This design comes from an exercise in tuning for small area and few clock cycles per item on the open sky130 flow, not from production work.
RTL that was checked went through simulation tests only; none was proved equivalent to the original.
Power is estimated from default activity; no workload was simulated.

the previous run:
==> flow/design.v <==
package tbs_pkg;
  localparam int CountMax = 65535;
  localparam logic [15:0] CntMax = 16'(CountMax);
  localparam logic [15:0] PosMax = 16'hFFFF;
  localparam logic [30:0] SumMax = 31'h7FFF_FFFF;
  localparam logic [14:0] LowestReset = 15'h7FFF;
  localparam logic [14:0] NormalLimitReset = 15'd464;
  localparam logic [14:0] WarningLimitReset = 15'd704;
  localparam logic [14:0] CriticalLimitReset = 15'd944;
  localparam logic [14:0] TripLevelReset = 15'd720;
  typedef enum logic [1:0] {
    CfgNormalLimit = 2'd0,
    CfgWarningLimit = 2'd1,
    CfgCriticalLimit = 2'd2,
    CfgTripLevel = 2'd3
  } cfg_idx_e;
  typedef enum logic {
    ActSample = 1'b0,
    ActClear = 1'b1
  } action_e;
  typedef struct packed {
    logic              action;
    logic signed [15:0] sample;
  } in_t;
  typedef struct packed {
    logic [14:0] min_seen;
    logic [14:0] max_seen;
    logic [30:0] total;
    logic [15:0] skipped_count;
    logic [15:0] normal_count;
    logic [15:0] warning_count;
    logic [15:0] critical_count;
    logic [15:0] shutdown_count;
    logic        trip_seen;
    logic [15:0] trip_index;
  } out_t;
  typedef struct packed {
    logic [14:0] normal_limit;
    logic [14:0] warning_limit;
    logic [14:0] critical_limit;
    logic [14:0] trip_level;
  } cfg_t;
  localparam out_t StatsReset = {
    LowestReset,   
    15'd0,         
    31'd0,         
    16'd0,         
    16'd0,         
    16'd0,         
    16'd0,         
    16'd0,         
    1'b0,          
    16'd0          
  };
endpackage
import tbs_pkg::*;
module tbs_cfg_regs (
  input  logic        clk_i,
  input  logic        rst_ni,
  input  logic        cfg_we_i,
  input  logic [1:0]  cfg_idx_i,
  input  logic [14:0] cfg_data_i,
  output tbs_pkg::cfg_t        cfg_o
);
  tbs_pkg::cfg_t cfg_d;
  tbs_pkg::cfg_t cfg_q;
  always_comb begin
    cfg_d = cfg_q;
    if (cfg_we_i) begin
      unique case (cfg_idx_i)
        CfgNormalLimit:   cfg_d.normal_limit = cfg_data_i;
        CfgWarningLimit:  cfg_d.warning_limit = cfg_data_i;
        CfgCriticalLimit: cfg_d.critical_limit = cfg_data_i;
        CfgTripLevel:     cfg_d.trip_level = cfg_data_i;
        default:          cfg_d = cfg_q;
      endcase
    end
  end
  always_ff @(posedge clk_i or negedge rst_ni) begin
    if (!rst_ni) begin
      cfg_q <= {NormalLimitReset, WarningLimitReset, CriticalLimitReset, TripLevelReset};
    end else begin
      cfg_q <= cfg_d;
    end
  end
  assign cfg_o = cfg_q;
endmodule
import tbs_pkg::*;
module tbs_stats (
  input  logic clk_i,
  input  logic rst_ni,
  input  logic accept_i,
  input  tbs_pkg::in_t  in_data_i,
  input  tbs_pkg::cfg_t cfg_i,
  output tbs_pkg::out_t res_o
);
  logic        fresh_q;
  logic [14:0] min_q, max_q;
  logic [14:0] total_lo_q;
  logic [15:0] total_hi_q;
  logic [15:0] skip_q, norm_q, warn_q, crit_q, shut_q;
  logic        trip_q;
  logic [15:0] pidx_q;
  logic        clr_a, skip_a, smp_a, wipe;
  logic [14:0] t;
  logic        in_normal, in_warning, in_critical, trip_hit;
  logic        lt_min, gt_max;
  function automatic logic le15(input logic [14:0] a, input logic [14:0] b);
    logic r;
    r = 1'b1;
    for (int i = 0; i < 15; i++) r = (!a[i] && b[i]) || (!a[i] && r) || (b[i] && r);
    le15 = r;
  endfunction
  function automatic logic [15:0] cnt_next(input logic [15:0] v, input logic en,
                                           input logic wp);
    logic g, c;
    g = en && !(&v);
    c = g;
    for (int i = 0; i < 16; i++) begin
      if (i == 8) c = g && (&v[7:0]);
      cnt_next[i] = (i == 0) ? (wp ? en : v[i] ^ c) : (!wp && (v[i] ^ c));
      c = c && v[i];
    end
  endfunction
  assign t      = in_data_i.sample[14:0];
  assign clr_a  = accept_i && in_data_i.action;
  assign skip_a = accept_i && !in_data_i.action && in_data_i.sample[15];
  assign smp_a  = accept_i && !in_data_i.action && !in_data_i.sample[15];
  assign wipe   = clr_a || fresh_q;
  assign in_normal   = le15(t, cfg_i.normal_limit);
  assign in_warning  = le15(t, cfg_i.warning_limit);
  assign in_critical = le15(t, cfg_i.critical_limit);
  assign trip_hit    = le15(cfg_i.trip_level, t);
  assign lt_min      = !le15(min_q, t);
  assign gt_max      = !le15(t, max_q);
  logic [14:0] addend, lo_sum;
  logic        lo_c, ovf;
  always_comb begin
    logic c, c0, c1;
    logic [14:8] s0, s1;
    addend = smp_a ? t : 15'd0;
    c = 1'b0;
    for (int i = 0; i < 8; i++) begin
      lo_sum[i] = total_lo_q[i] ^ addend[i] ^ c;
      c = (total_lo_q[i] && addend[i]) || (c && (total_lo_q[i] ^ addend[i]));
    end
    c0 = 1'b0;
    c1 = 1'b1;
    for (int i = 8; i < 15; i++) begin
      s0[i] = total_lo_q[i] ^ addend[i] ^ c0;
      c0 = (total_lo_q[i] && addend[i]) || (c0 && (total_lo_q[i] ^ addend[i]));
      s1[i] = total_lo_q[i] ^ addend[i] ^ c1;
      c1 = (total_lo_q[i] && addend[i]) || (c1 && (total_lo_q[i] ^ addend[i]));
    end
    lo_sum[14:8] = (s1 & {7{c}}) | (s0 & {7{!c}});
    lo_c = (c1 & c) | (c0 & !c);
  end
  assign ovf = lo_c && (&total_hi_q) && !fresh_q;
  logic [15:0] hi_next;
  always_comb begin
    logic g, c;
    g = lo_c && !(&total_hi_q);
    c = g;
    for (int i = 0; i < 16; i++) begin
      if (i == 4)  c = g && (&total_hi_q[3:0]);
      if (i == 8)  c = g && (&total_hi_q[7:0]);
      if (i == 12) c = g && (&total_hi_q[11:0]);
      hi_next[i] = (i == 0) ? (fresh_q ? 1'b0 : total_hi_q[i] ^ c)
                            : (!fresh_q && (total_hi_q[i] ^ c));
      c = c && total_hi_q[i];
    end
  end
  always_ff @(posedge clk_i or negedge rst_ni) begin
    if (!rst_ni) begin
      fresh_q    <= 1'b1;
      total_lo_q <= '0;
      trip_q     <= 1'b0;
    end else begin
      if (accept_i) fresh_q <= 1'b0;
      if (clr_a) begin
        total_lo_q <= '0;
        trip_q     <= 1'b0;
      end else begin
        total_lo_q <= lo_sum | {15{ovf}};
        trip_q     <= trip_q || (smp_a && trip_hit);
      end
    end
  end
  always_ff @(posedge clk_i) begin
    if (smp_a && (fresh_q || lt_min)) min_q <= t;
    else if (wipe)                    min_q <= LowestReset;
    if (smp_a && (fresh_q || gt_max)) max_q <= t;
    else if (wipe)                    max_q <= '0;
    total_hi_q <= clr_a ? '0 : hi_next;
    skip_q <= clr_a ? '0 : cnt_next(skip_q, skip_a, fresh_q);
    norm_q <= clr_a ? '0 : cnt_next(norm_q, smp_a && in_normal, fresh_q);
    warn_q <= clr_a ? '0 : cnt_next(warn_q, smp_a && !in_normal && in_warning, fresh_q);
    crit_q <= clr_a ? '0 : cnt_next(crit_q, smp_a && !in_normal && !in_warning && in_critical,
                                    fresh_q);
    shut_q <= clr_a ? '0 : cnt_next(shut_q, smp_a && !in_normal && !in_warning && !in_critical,
                                    fresh_q);
    pidx_q <= clr_a ? '0 : cnt_next(pidx_q, (skip_a || smp_a) && !trip_q &&
                                    !(smp_a && trip_hit), fresh_q);
  end
  assign res_o = {min_q, max_q, total_hi_q, total_lo_q,
                  skip_q, norm_q, warn_q, crit_q, shut_q, trip_q, pidx_q & {16{trip_q}}};
endmodule
import tbs_pkg::*;
module tbs_out_reg (
  input  logic clk_i,
  input  logic rst_ni,
  input  logic in_valid_i,
  output logic in_ready_o,
  output logic accept_o,
  output logic out_valid_o,
  input  logic out_ready_i
);
  logic out_valid_q;
  assign in_ready_o = !out_valid_q || out_ready_i;
  assign accept_o   = in_valid_i && in_ready_o;
  always_ff @(posedge clk_i or negedge rst_ni) begin
    if (!rst_ni) begin
      out_valid_q <= 1'b0;
    end else if (in_ready_o) begin
      out_valid_q <= in_valid_i;
    end
  end
  assign out_valid_o = out_valid_q;
endmodule
import tbs_pkg::*;
module temperature_band_statistics (
  input  logic         clk_i,
  input  logic         rst_ni,
  input  logic         in_valid_i,
  output logic         in_ready_o,
  input  logic [16:0]  in_data_i,
  output logic         out_valid_o,
  input  logic         out_ready_i,
  output logic [157:0] out_data_o,
  input  logic         cfg_we_i,
  input  logic [1:0]   cfg_idx_i,
  input  logic [14:0]  cfg_data_i
);
  tbs_pkg::cfg_t cfg;
  tbs_pkg::in_t  in_data;
  tbs_pkg::out_t res;
  logic accept;
  assign in_data    = in_data_i;
  assign out_data_o = res;
  tbs_cfg_regs u_cfg (
    .clk_i,
    .rst_ni,
    .cfg_we_i,
    .cfg_idx_i,
    .cfg_data_i,
    .cfg_o (cfg)
  );
  tbs_out_reg u_out (
    .clk_i,
    .rst_ni,
    .in_valid_i,
    .in_ready_o,
    .accept_o (accept),
    .out_valid_o,
    .out_ready_i
  );
  tbs_stats u_stats (
    .clk_i,
    .rst_ni,
    .accept_i  (accept),
    .in_data_i (in_data),
    .cfg_i     (cfg),
    .res_o     (res)
  );
endmodule
export LEC_CHECK = 0
export CAP_MARGIN = 20
export CORE_MARGIN = 2
export CORE_UTILIZATION = 40
export SLEW_MARGIN = 20
create_clock -name core_clock -period 6.0 [get_ports {clk_i}]
standard.sh (not shown) runs the stock make flow with config.mk's settings and CLKGATE_MAP_FILE= SYNTH_SCRIPT=/design/flow/synth_recipe.tcl, a recipe that flattens the netlist after the stock synthesis.
==> flow/flow/run.sh <==
#!/bin/bash
# Own flow: the standard layout (standard.sh, unchanged synthesis), with
#  - port buffers made with the smallest buffer (buf_1) instead of the one buffer_ports picks,
#  - clock tree from small clock buffers, without dummy loads.
set -euo pipefail
export BUFFER_PORTS_ARGS="-buffer_cell sky130_fd_sc_hd__buf_1"
export CTS_ARGS="-sink_clustering_enable -repair_clock_nets -dont_use_dummy_load -buf_list sky130_fd_sc_hd__clkbuf_4"
bash standard.sh > standard_make.log 2>&1
Testbench counts of the previous run, summed over its fixed seeds: cycles 32,008, items 32,000.
The inputs of the current run differ from those of the previous run as listed below.
--- a/flow/design.v
+++ b/flow/design.v
@@ -149,14 +149,14 @@
     for (int i = 8; i < 15; i++) begin
       s0[i] = total_lo_q[i] ^ addend[i] ^ c0;
       c0 = (total_lo_q[i] && addend[i]) || (c0 && (total_lo_q[i] ^ addend[i]));
       s1[i] = total_lo_q[i] ^ addend[i] ^ c1;
       c1 = (total_lo_q[i] && addend[i]) || (c1 && (total_lo_q[i] ^ addend[i]));
     end
-    lo_sum[14:8] = (s1 & {7{c}}) | (s0 & {7{!c}});
-    lo_c = (c1 & c) | (c0 & !c);
+    lo_sum[14:8] = c ? s1 : s0;
+    lo_c = c ? c1 : c0;
   end
   assign ovf = lo_c && (&total_hi_q) && !fresh_q;
   logic [15:0] hi_next;
   always_comb begin
     logic g, c;
     g = lo_c && !(&total_hi_q);
### Flow results
- The previous run completed; timing, DRC and antenna clean
- Ran to the end and failed final checks on setup timing: the current run.
- Across both runs, cell area power density was lower for the current run than for the previous run.
- Between the previous run and the current run, the cell area after technology mapping is higher for the previous run.
- Hold slack improves in the current run relative to the previous run.
- Taking the previous run as the reference point, the pin count of the biggest net entering global routing of the current run falls by 1.
- [compare] base=the previous run new=the current run: final instance area has increased; register clock-pin slew on the reported worst setup and hold paths has remained practically unchanged.
No functional check of the RTL was part of the current run.

==> port drivers added, routing unchanged <==
Ports are ideal in the flow. The routed layouts listed here were re-timed in OpenROAD.
Step 1 assumes that a clkbuf_16 drives the clock port and a buf_2 every other input.
Step 2 moves the port delays by t, midway between the first and last clock arrival at a register: inputs arrive t later, outputs are due t later. That takes back most of the time a late clock gives input paths.
Three values: no drivers, after step 1, after step 2; two values: the first two.
run	t, ns	setup slack, ns	worst setup path after step 2	slew at the worst register clock pin (ns)	pins driven straight from the clock port
the previous run	0.650	0.614 / 0.633 / -0.017	input to register	0.06 / 0.06	1
the current run	0.695	-0.719 / -0.700 / -1.395	input to register	0.07 / 0.07	1
Met with ideal ports but missed after step 2: setup timing in the previous run. The setup slack of the current run, which loses most, moves by +0.019 ns with the drivers and by -0.676 ns with both steps.
